Context: an optimization exercise on an open-source flow, tuned for a short achievable clock period and few clock cycles per item. The choices shown serve that exercise and are no tape-out recipe. RTL that was checked went through simulation tests only; none was proved equivalent to the original. No activity file was given, so power comes from the tool's default toggle rates.

== v13 ==
Design meter_poll_retry_sequencer_unit, start of the top module:
module meter_poll_retry_sequencer_unit
(
  input  wire        clk,
  input  wire        rst_n,
  input  wire        in_valid,
  output logic       in_stall,
  input  mprs_pkg::in_item_t   in_data,
  output logic       out_valid,
  input  wire        out_stall,
  output mprs_pkg::out_item_t  out_data,
  input  wire        psel,
  input  wire        penable,
  input  wire        pwrite,
  input  wire [3:0]  paddr,
  input  wire [31:0] pwdata,
  output logic [31:0] prdata,
  output logic       pready
);
Size: ~2,100 cells after synthesis, roughly 710 flip-flops, ~120 I/O pins.
clock: 5.0 ns
lec_check: 0
abc_clock_period_in_ps: 2500
cap_margin: 20
core_margin: 2
core_utilization: 40
setup_slack_margin: 2.5
slew_margin: 20
run.sh (not shown) runs the stock make flow with config.mk's settings and CLKGATE_MAP_FILE= SYNTH_SCRIPT=/design/flow/synth_recipe.tcl, a recipe that flattens the netlist after the stock synthesis.
v13 went all the way through synthesis, placement and routing and the layout is clean on timing, DRC and antenna.
## Diff of input files: v49 against v13
-- flow/config.mk --
<<< v13, line 10
export CORE_MARGIN = 2
export CORE_UTILIZATION = 40
export SETUP_SLACK_MARGIN = 2.5
export SLEW_MARGIN = 20
>>> v49, line 10
export CORE_MARGIN = 2
export CORE_UTILIZATION = 40
export SETUP_SLACK_MARGIN = 3.0
export SLEW_MARGIN = 20
==> run notes <==
Post-route met1 wirelength up about 2.7% in v49 wrt v13
On cell area, v49 does worse than v13.
In v49 the setup slack after placement turned out 16 ps higher than in v13.
In the metrics for v13 and v49, the one carrying the lower fraction of power consumed by the clock network is v49.
Relative to v49, the following input files were edited for v31:
-- flow/config.mk --
<<< v49, line 10
export CORE_MARGIN = 2
export CORE_UTILIZATION = 40
export SETUP_SLACK_MARGIN = 3.0
export SLEW_MARGIN = 20
>>> v31, line 10
export CORE_MARGIN = 2
export CORE_UTILIZATION = 40
export SETUP_SLACK_MARGIN = 2.2
export SLEW_MARGIN = 20
## What came out
Compared to v49, v31 has worst hold slack 13 ps higher.
Relative to v49, the register fraction of the total cell area of v31 is higher by 3.1 points.
Number of buffers other than clock buffers in the final layout was lower in v31 than in v49.
Function was not checked in any run of this note: the RTL went through the layout flow alone.


## rev 12
meter_poll_retry_sequencer_unit, a different RTL version from the one above (not shown whole).
Size: roughly 700 flip-flops, ~120 I/O pins.
Design meter_poll_retry_sequencer_unit, start of the top module:
module meter_poll_retry_sequencer_unit
(
  input  wire        clk,
  input  wire        rst_n,
  input  wire        in_valid,
  output logic       in_stall,
  input  mprs_pkg::in_item_t   in_data,
  output logic       out_valid,
  input  wire        out_stall,
  output mprs_pkg::out_item_t  out_data,
  input  wire        psel,
  input  wire        penable,
  input  wire        pwrite,
  input  wire [3:0]  paddr,
  input  wire [31:0] pwdata,
  output logic [31:0] prdata,
  output logic       pready
);
clock: 5.0 ns
lec_check: 0
cap_margin: 20
core_margin: 2
core_utilization: 40
slew_margin: 20
> inputs changed (rev 12 -> rev 13)
# rev 12
export LEC_CHECK = 0
export CAP_MARGIN = 20
export CORE_MARGIN = 2
export CORE_UTILIZATION = 40
export SLEW_MARGIN = 20
create_clock -name core_clock -period 5.0 [get_ports {clk}]
# rev 13
export LEC_CHECK = 0
export ABC_CLOCK_PERIOD_IN_PS = 2500
export CAP_MARGIN = 20
export CORE_MARGIN = 2
export CORE_UTILIZATION = 40
export SETUP_SLACK_MARGIN = 2.5
export SLEW_MARGIN = 20
create_clock -name core_clock -period 5.0 [get_ports {clk}]
Notes after the runs:
Run comparison: rev 13 critical path launch point since_r[4]; rev 12 critical path launch point since_r[3]. Rev 13 ends up with higher non-clock buffer count in the final layout than rev 12 does. When rev 13 is set beside rev 12, its overall via count from detail_route turns out to be 607 larger. Per the comparison of rev 13 with rev 12, part of the power in the clock network now sits higher; register-to-register slack went up by 0.11 ns; combinational cell fraction of total power went up 2.1 points; clock-cell share of area barely changed.
No run of this note included a check of the RTL's function; only the layout flow was run.


Another version of the RTL of meter_poll_retry_sequencer_unit (not shown whole).
Size in the first run: roughly 790 flip-flops, about 120 I/O pins.
clock: 5.0 ns
lec_check: 0
abc_clock_period_in_ps: 2500
cap_margin: 20
core_margin: 2
core_utilization: 65
setup_slack_margin: 2.5
slew_margin: 20
The starting point ran to the end with no violations.
Testbench counts at the start, summed over its fixed seeds: cycles 24,013, items 24,000.
==> next run, changes <==
==> flow/flow/run.sh (new file) <==
#!/bin/bash
# Own layout flow: the standard synthesis and ORFS flow, with the port buffers
# inserted as real buffers (buf_4) instead of the smallest delay cell, and the
# timing repair allowed to resize across cell footprints.
set -euo pipefail
cd "$(dirname "${BASH_SOURCE[0]}")/.."
bash standard.sh synth > flow_synth.log 2>&1
export BUFFER_PORTS_ARGS="-buffer_cell sky130_fd_sc_hd__buf_4"
bash standard.sh MATCH_CELL_FOOTPRINT=0 finish > flow_layout.log 2>&1
==> flow/standard.sh (new file) <==
#!/bin/bash
# synth_recipe.tcl (not shown) runs the flow's synth.tcl, then flattens the netlist and writes it again
# the make line also repeats each setting of config.mk as NAME=value (left out here)
make -C /OpenROAD-flow-scripts/flow DESIGN_CONFIG=/design/flow/config.mk WORK_HOME=/design/flow/orfs CLKGATE_MAP_FILE= SYNTH_SCRIPT=/design/flow/synth_recipe.tcl "${@:-finish}"
removed: flow/run.sh
Combinational power is lower by about 5%.
Routed wire length falls by 1.7%.
Clock skew decreases by 0.0040 ns.
Global-route usage stays flat.
Worst hold slack gets worse by 0.0034 ns.


Setup of run C:
Another version of the RTL of meter_poll_retry_sequencer_unit (not shown whole).
Size: about 2200 cells after synthesis, about 700 flip-flops, roughly 120 I/O pins, about 29000 um2 of cells after synthesis.
clock: 5.0 ns
lec_check: 0
abc_clock_period_in_ps: 2500
cap_margin: 20
core_margin: 2
core_utilization: 40
setup_slack_margin: 2.5
slew_margin: 20
Stock flow here: none of the scripts above is used.
For run M, these inputs were changed with respect to run C:
- swapping 40 for 65 in CORE_UTILIZATION
Notes after the runs:
Diff run M..run C | area share of xor/xnor cells in the synthesized design | unchanged
The die area in run M is 0.62 times that in run C.
Compared with run C, in run M effective utilization at floorplan now sits higher, combined buffer and inverter count along the critical path did not really move.
No functional check of the RTL was part of any run of this note.


Setup of 04-17:
Another version of the RTL of meter_poll_retry_sequencer_unit (not shown whole).
For scale: about 2400 cells after synthesis, about 730 flip-flops, about 30000 µm² of cells after synthesis.
==> flow/config.mk <==
export PLATFORM = sky130hd
export DESIGN_NAME = meter_poll_retry_sequencer_unit
export DESIGN_NICKNAME = meter_poll_retry_sequencer_unit
export VERILOG_FILES = /design/flow/design.v
export SDC_FILE = /design/flow/constraint.sdc
export NUM_CORES = 4
export LEC_CHECK = 0
export ABC_CLOCK_PERIOD_IN_PS = 2500
export CAP_MARGIN = 20
export CORE_MARGIN = 2
export CORE_UTILIZATION = 65
export SETUP_SLACK_MARGIN = 2.5
export SLEW_MARGIN = 20
==> flow/constraint.sdc <==
create_clock -name core_clock -period 5.0 [get_ports {clk}]
set_input_delay 1.0000 -clock core_clock [delete_from_list [all_inputs] [get_ports {clk}]]
set_output_delay 1.0000 -clock core_clock [all_outputs]
set_load 0.01 [all_outputs]
standard.sh (not shown) runs the stock make flow with config.mk's settings and CLKGATE_MAP_FILE= SYNTH_SCRIPT=/design/flow/synth_recipe.tcl, a recipe that flattens the netlist after the stock synthesis.
==> flow/flow/run.sh <==
#!/bin/bash
# Own layout flow: the standard synthesis and ORFS flow, with the port buffers
# inserted as real buffers (buf_4) instead of the smallest delay cell, and the
# timing repair allowed to resize across cell footprints.
set -euo pipefail
cd "$(dirname "${BASH_SOURCE[0]}")/.."
bash standard.sh synth > flow_synth.log 2>&1
export BUFFER_PORTS_ARGS="-buffer_cell sky130_fd_sc_hd__buf_4"
bash standard.sh MATCH_CELL_FOOTPRINT=0 finish > flow_layout.log 2>&1
04-17 completed end to end with timing, DRC and antenna clean.
For 01-02, these inputs were changed with respect to 04-17:
==> flow/run.sh (new file) <==
#!/bin/bash
# synth_recipe.tcl (not shown) runs the flow's synth.tcl, then flattens the netlist and writes it again
# the make line also repeats each setting of config.mk as NAME=value (left out here)
make -C /OpenROAD-flow-scripts/flow DESIGN_CONFIG=/design/flow/config.mk WORK_HOME=/design/flow/orfs CLKGATE_MAP_FILE= SYNTH_SCRIPT=/design/flow/synth_recipe.tcl finish
removed: flow/flow/run.sh
removed: flow/standard.sh
Findings:
Having completed the whole flow, 04-17 delivered a layout that passed the timing, DRC and antenna checks. 01-02 closes out successfully: all stages finished, all timing, DRC and antenna checks passed. Between 04-17 and 01-02, the flow reports post-detailed-placement cell area increasing slightly. Maximum frequency | 01-02 below 04-17. Comparing 01-02 and 04-17, clock share of power is lower on 04-17. Summary of 01-02 over 04-17: minimum period implied by the final worst setup slack went up by 0.12 ns; non-clock buffer count went up by 22; total wire length went up by 2.8%.
No functional check of the RTL was part of any run of this note.


meter_poll_retry_sequencer_unit, a different RTL version from the one above (not shown whole).
Size: roughly 2300 cells after synthesis, ~0.030 mm^2 of cells after synthesis.
export LEC_CHECK = 0
export ABC_CLOCK_PERIOD_IN_PS = 1500
export CAP_MARGIN = 20
export CORE_MARGIN = 2
export CORE_UTILIZATION = 65
export SETUP_SLACK_MARGIN = 2.5
export SLEW_MARGIN = 20
create_clock -name core_clock -period 5.0 [get_ports {clk}]
==> flow/flow/run.sh <==
#!/bin/bash
# Own layout flow: the standard synthesis and ORFS flow, with the port buffers
# inserted as real buffers (buf_4) instead of the smallest delay cell, and the
# timing repair allowed to resize across cell footprints.
set -euo pipefail
cd "$(dirname "${BASH_SOURCE[0]}")/.."
bash standard.sh synth > flow_synth.log 2>&1
export BUFFER_PORTS_ARGS="-buffer_cell sky130_fd_sc_hd__buf_4"
bash standard.sh MATCH_CELL_FOOTPRINT=0 finish > flow_layout.log 2>&1
The baseline finished with timing, DRC and antenna clean.
Testbench counts at the start, summed over its fixed seeds: cycles 24,013, items 24,000.
Edit:
Settings changed: ABC_CLOCK_PERIOD_IN_PS 1500 to 2500, CORE_UTILIZATION 65 to 70, PLACE_DENSITY set to 0.75.
Effect:
- core utilization grows by 6.5 points
- cell area grows by about 0.7%
- wire length grows by 0.35%
- clock-buffer cell count shrinks by 24
- synthesized area is unchanged
- via count grows by about 0.8%
- worst setup slack gets worse by 0.0047 ns
- cell count shrinks by 0.43%
- power grows by about 3.4%

-- separate check: timing with driven ports --
How much do the figures lean on ideal ports? The routed layouts below were timed once more, with nothing changed but the port constraints. Step 1 assumes that a clkbuf_16 drives the clock port and a buf_2 every other input. Step 2 moves the port delays by t, midway between the first and last clock arrival at a register: inputs arrive t later, outputs are due t later. That takes back most of the time a late clock gives input paths. a / b / c = ideal / step 1 / step 2; a / b = the first two.
| run | shift t [ns] | slack for setup (ns) | clock arrival spread, ns | worst data-port slew with drivers (ns) |
|---|---|---|---|---|
| v13 | 0.671 | 2.194 / 2.157 / 1.573 | 0.030 / 0.029 | 0.08 |
| v49 | 0.671 | 2.165 / 2.136 / 1.715 | 0.034 / 0.034 | 0.24 |
| v31 | 0.659 | 2.170 / 2.170 / 1.656 | 0.031 / 0.032 | 0.09 |
| rev 12 | 0.674 | 0.217 / 0.217 / 0.217 | 0.025 / 0.024 | 0.08 |
| rev 13 | 0.675 | 0.328 / 0.328 / 0.328 | 0.032 / 0.032 | 0.19 |
| the first run of note 3 | 0.664 | 2.335 / 2.231 / 1.738 | 0.022 / 0.022 | 0.16 |
| the second run of note 3 | 0.663 | 2.379 / 2.242 / 1.954 | 0.018 / 0.017 | 0.14 |
| run C | 0.663 | 1.050 / 1.050 / 1.050 | 0.024 / 0.025 | 0.08 |
| run M | 0.634 | 1.051 / 1.051 / 1.051 | 0.013 / 0.012 | 0.06 |
| 04-17 | 0.658 | 2.322 / 2.239 / 1.687 | 0.026 / 0.026 | 0.10 |
| 01-02 | 0.657 | 2.207 / 2.169 / 1.695 | 0.026 / 0.027 | 0.05 |
| the first run of note 6 | 0.652 | 2.360 / 2.222 / 1.986 | 0.026 / 0.026 | 0.14 |
| the second run of note 6 | 0.659 | 2.355 / 2.213 / 1.977 | 0.016 / 0.015 | 0.14 |
After both steps setup and hold are still met in every run listed. The setup slack of 04-17, which loses most, moves by -0.083 ns with the drivers and by -0.635 ns with both steps.
